Context: an optimization exercise on an open-source flow, tuned for small area, a short achievable clock period and few clock cycles per item. The choices shown serve that exercise and are no tape-out recipe. RTL that was checked went through simulation tests only; none was proved equivalent to the original. Power and IR drop assume default switching activity.

Setup of build 8:
## voltmeter_display_controller_core
module voltmeter_display_controller_core (
    input  wire logic                           i_clk,
    input  wire logic                           i_rst_n,
    input  wire logic                           i_cfg_we,
    input  wire logic [vdc_pkg::CFG_IDX_W-1:0]  i_cfg_idx,
    input  wire logic [vdc_pkg::CFG_DATA_W-1:0] i_cfg_data,
    input  wire logic                           i_in_valid,
    output      logic                           o_in_ready,
    input  wire logic [vdc_pkg::FUNC_W-1:0]     i_in_func,
    input  wire logic [9:0]                     i_in_sample,
    input  wire logic [vdc_pkg::SW_W-1:0]       i_in_switches,
    output      logic                           o_out_valid,
    input  wire logic                           i_out_ready,
    output      logic [vdc_pkg::SEG_W-1:0]      o_out_segments,
    output      logic                           o_out_digit_high,
    output      logic [vdc_pkg::DUTY_W-1:0]     o_out_duty_percent,
    output      logic [vdc_pkg::PERIOD_W-1:0]   o_out_compare_count,
    output      logic [vdc_pkg::VAL_W-1:0]      o_out_shown_value
);
For scale: roughly 1000 cells after synthesis, ~150 flip-flops, roughly 81 I/O pins, ~9000 um2 of cells after synthesis.
Settings: LEC_CHECK=0, ABC_CLOCK_PERIOD_IN_PS=2000, CAP_MARGIN=20, CORE_MARGIN=2, CORE_UTILIZATION=40, CTS_BUF_LIST=sky130_fd_sc_hd__clkbuf_4 sky130_fd_sc_hd__clkbuf_8, CTS_CLUSTER_DIAMETER=60, CTS_CLUSTER_SIZE=40, PLACE_DENSITY=0.9, SLEW_MARGIN=20; clock period 8.0 ns.
standard.sh (not shown) runs the stock make flow with config.mk's settings and CLKGATE_MAP_FILE= SYNTH_SCRIPT=/design/flow/synth_recipe.tcl, a recipe that flattens the netlist after the stock synthesis.
==> flow/flow/run.sh <==
#!/bin/bash
# Standard layout, with the port buffers made from buf_2 cells instead of the
# default choice, and timing repair aiming further below the clock period.
set -euo pipefail
export BUFFER_PORTS_ARGS="-buffer_cell sky130_fd_sc_hd__buf_2"
export SETUP_SLACK_MARGIN=5
bash standard.sh > standard.log 2>&1
Testbench counts of build 8, summed over its fixed seeds: cycles 17,396, items 16,046.
For build 54, these inputs were changed with respect to build 8:
# build 8
export LEC_CHECK = 0
export ABC_CLOCK_PERIOD_IN_PS = 2000
export CAP_MARGIN = 20
export CORE_MARGIN = 2
export CORE_UTILIZATION = 40
export CTS_BUF_LIST = sky130_fd_sc_hd__clkbuf_4 sky130_fd_sc_hd__clkbuf_8
export CTS_CLUSTER_DIAMETER = 60
export CTS_CLUSTER_SIZE = 40
export PLACE_DENSITY = 0.9
export SLEW_MARGIN = 20
create_clock -name core_clock -period 8.0 [get_ports {i_clk}]
# build 54
export LEC_CHECK = 0
export ABC_AREA = 1
export ABC_CLOCK_PERIOD_IN_PS = 2000
export CAP_MARGIN = 20
export CORE_MARGIN = 2
export CORE_UTILIZATION = 40
export CTS_BUF_LIST = sky130_fd_sc_hd__clkbuf_4 sky130_fd_sc_hd__clkbuf_8
export CTS_CLUSTER_DIAMETER = 60
export CTS_CLUSTER_SIZE = 40
export PLACE_DENSITY = 0.9
export SLEW_MARGIN = 20
export TNS_END_PERCENT = 20
create_clock -name core_clock -period 8.0 [get_ports {i_clk}]
==> flow/flow/run.sh <==
#!/bin/bash
# The standard layout (standard.sh: standard synthesis and ORFS flow),
# with two changes: the port buffers are buf_2 cells instead of the default
# choice, and timing repair aims for a setup slack of 5.3 ns. ORFS writes each
# step's log under orfs/logs/; make's own output goes to standard.log.
set -euo pipefail
export BUFFER_PORTS_ARGS="-buffer_cell sky130_fd_sc_hd__buf_2"
export SETUP_SLACK_MARGIN=5.3
bash standard.sh > standard.log 2>&1
## What came out
Compared to build 8, the router laid down more metal wire for build 54.
Build 54: share of the core filled with cells is 0.15 points lower than what build 8 reported.
Delta (build 54 minus build 8): final cell count went up; starting utilization of the core area went up; post-synth design cell area went down; area of all placed cells without fillers went down.
Both conditions hold for build 54: the flow ran to the end and the final layout passed the timing, DRC and antenna checks.
i_rst_n as the critical path launch point was reported by build 54, and u_cfg.r_period[15]$_SDFFE_PN0P_ by build 8.
> inputs changed (build 54 -> build 6)
# build 54
export LEC_CHECK = 0
export ABC_AREA = 1
export ABC_CLOCK_PERIOD_IN_PS = 2000
export CAP_MARGIN = 20
export CORE_MARGIN = 2
export CORE_UTILIZATION = 40
export CTS_BUF_LIST = sky130_fd_sc_hd__clkbuf_4 sky130_fd_sc_hd__clkbuf_8
export CTS_CLUSTER_DIAMETER = 60
export CTS_CLUSTER_SIZE = 40
export PLACE_DENSITY = 0.9
export SLEW_MARGIN = 20
export TNS_END_PERCENT = 20
create_clock -name core_clock -period 8.0 [get_ports {i_clk}]
# build 6
export LEC_CHECK = 0
export ABC_CLOCK_PERIOD_IN_PS = 2000
export CAP_MARGIN = 20
export CORE_MARGIN = 2
export CORE_UTILIZATION = 40
export CTS_BUF_LIST = sky130_fd_sc_hd__clkbuf_4 sky130_fd_sc_hd__clkbuf_8
export CTS_CLUSTER_DIAMETER = 60
export CTS_CLUSTER_SIZE = 40
export SLEW_MARGIN = 20
create_clock -name core_clock -period 8.0 [get_ports {i_clk}]
==> flow/flow/run.sh <==
#!/bin/bash
# Standard layout, with the port buffers made from buf_2 cells instead of the
# default choice, and timing repair aiming further below the clock period.
set -euo pipefail
export BUFFER_PORTS_ARGS="-buffer_cell sky130_fd_sc_hd__buf_2"
export SETUP_SLACK_MARGIN=5.2
bash standard.sh > standard.log 2>&1
[summary]
- Looking at largest driver fanout on the critical path, build 6 sits 45 below build 54.
- Total global routing track utilization down 0.17 points in build 6 wrt build 54
- Build 6: full flow OK, the timing, DRC and antenna checks passed
- Build 54: all stages complete, timing, DRC and antenna checks passed
- Build 6 vs. build 54: number of cells in the finished layout apart from fillers went down by 218.
- On post-synthesis to final-layout area growth: build 6 sits above build 54.
- Max starting utilization of the core area across build 54 and build 6: build 54

* * *

voltmeter_display_controller_core, a different RTL version from the one above (not shown whole).
Size: roughly 1200 cells after synthesis, about 170 flip-flops, roughly 81 I/O pins, ~9900 um^2 of cells after synthesis.
Settings: LEC_CHECK=0, ABC_CLOCK_PERIOD_IN_PS=2000, CAP_MARGIN=20, CORE_MARGIN=2, CORE_UTILIZATION=40, SETUP_SLACK_MARGIN=5, SLEW_MARGIN=20; clock period 8.0 ns.
run.sh (not shown) runs the stock make flow with config.mk's settings and CLKGATE_MAP_FILE= SYNTH_SCRIPT=/design/flow/synth_recipe.tcl, a recipe that flattens the netlist after the stock synthesis.
Stock flow here: none of the scripts above is used.
Next try:
Settings changed: TNS_END_PERCENT set to 20.
=> The changed run ran to the end with no violations. Via count is about the same. Sequential power stays flat. First-iteration DRC count climbs by 5.8%. Final area drops by 0.33%. Synthesized area stays the same. Routed wire length drops by 1.5%. Power barely changes. Utilization drops by 0.17 points. Count of clock-buffer cells in the layout drops by 2.
Next try:
Settings changed: CTS_BUF_LIST set to sky130_fd_sc_hd__clkbuf_4 sky130_fd_sc_hd__clkbuf_8, CTS_CLUSTER_DIAMETER set to 60, CTS_CLUSTER_SIZE set to 40, TNS_END_PERCENT 20 to not set.
Clock-buffer cell count stays the same.
Final cell count came out higher by 0.58%.
Total power came out lower by 7.0%.
Flip-flop and latch count stays the same.
Clock power came out lower by 23%.
First-iteration DRC count came out higher by 5.1%.
Die area stays the same.
Setup slack gets better by 0.089 ns.
No functional check of the RTL was part of any run of this note.

==> separate check: timing with driven ports <==
How much do the figures lean on ideal ports? The routed layouts below were timed once more, with nothing changed but the port constraints. Step 1 assumes that a clkbuf_16 drives the clock port and a buf_2 every other input. Step 2, shift: input delay + t, output delay - t, t = (earliest + latest rising clock arrival at the registers) / 2. This alone moves slack from input paths to output paths. Three values: ideal ports, drivers, drivers and shift; two values: the first two.
run	shift t [ns]	slack for setup (ns)	worst hold slack (ns)	worst setup path at the end	cell pins on the clock port's net
build 8	0.482	5.017 / 5.017 / 4.601	0.440 / 0.440 / 0.440	input to register	1
build 54	0.493	5.188 / 5.173 / 4.679	0.462 / 0.462 / 0.462	input to register	1
build 6	0.495	5.055 / 5.055 / 4.781	0.447 / 0.447 / 0.447	input to register	1
the first run of note 2	0.468	4.965 / 4.965 / 4.625	0.451 / 0.451 / 0.451	input to register	1
the second run of note 2	0.468	4.885 / 4.840 / 4.572	0.451 / 0.451 / 0.451	input to register	1
the third run of note 2	0.487	4.974 / 4.974 / 4.622	0.455 / 0.455 / 0.455	input to register	1
After both steps every run listed still meets setup and hold. For build 54, which loses most, drivers alone change the setup slack by -0.015 ns; drivers and shift together by -0.509 ns.
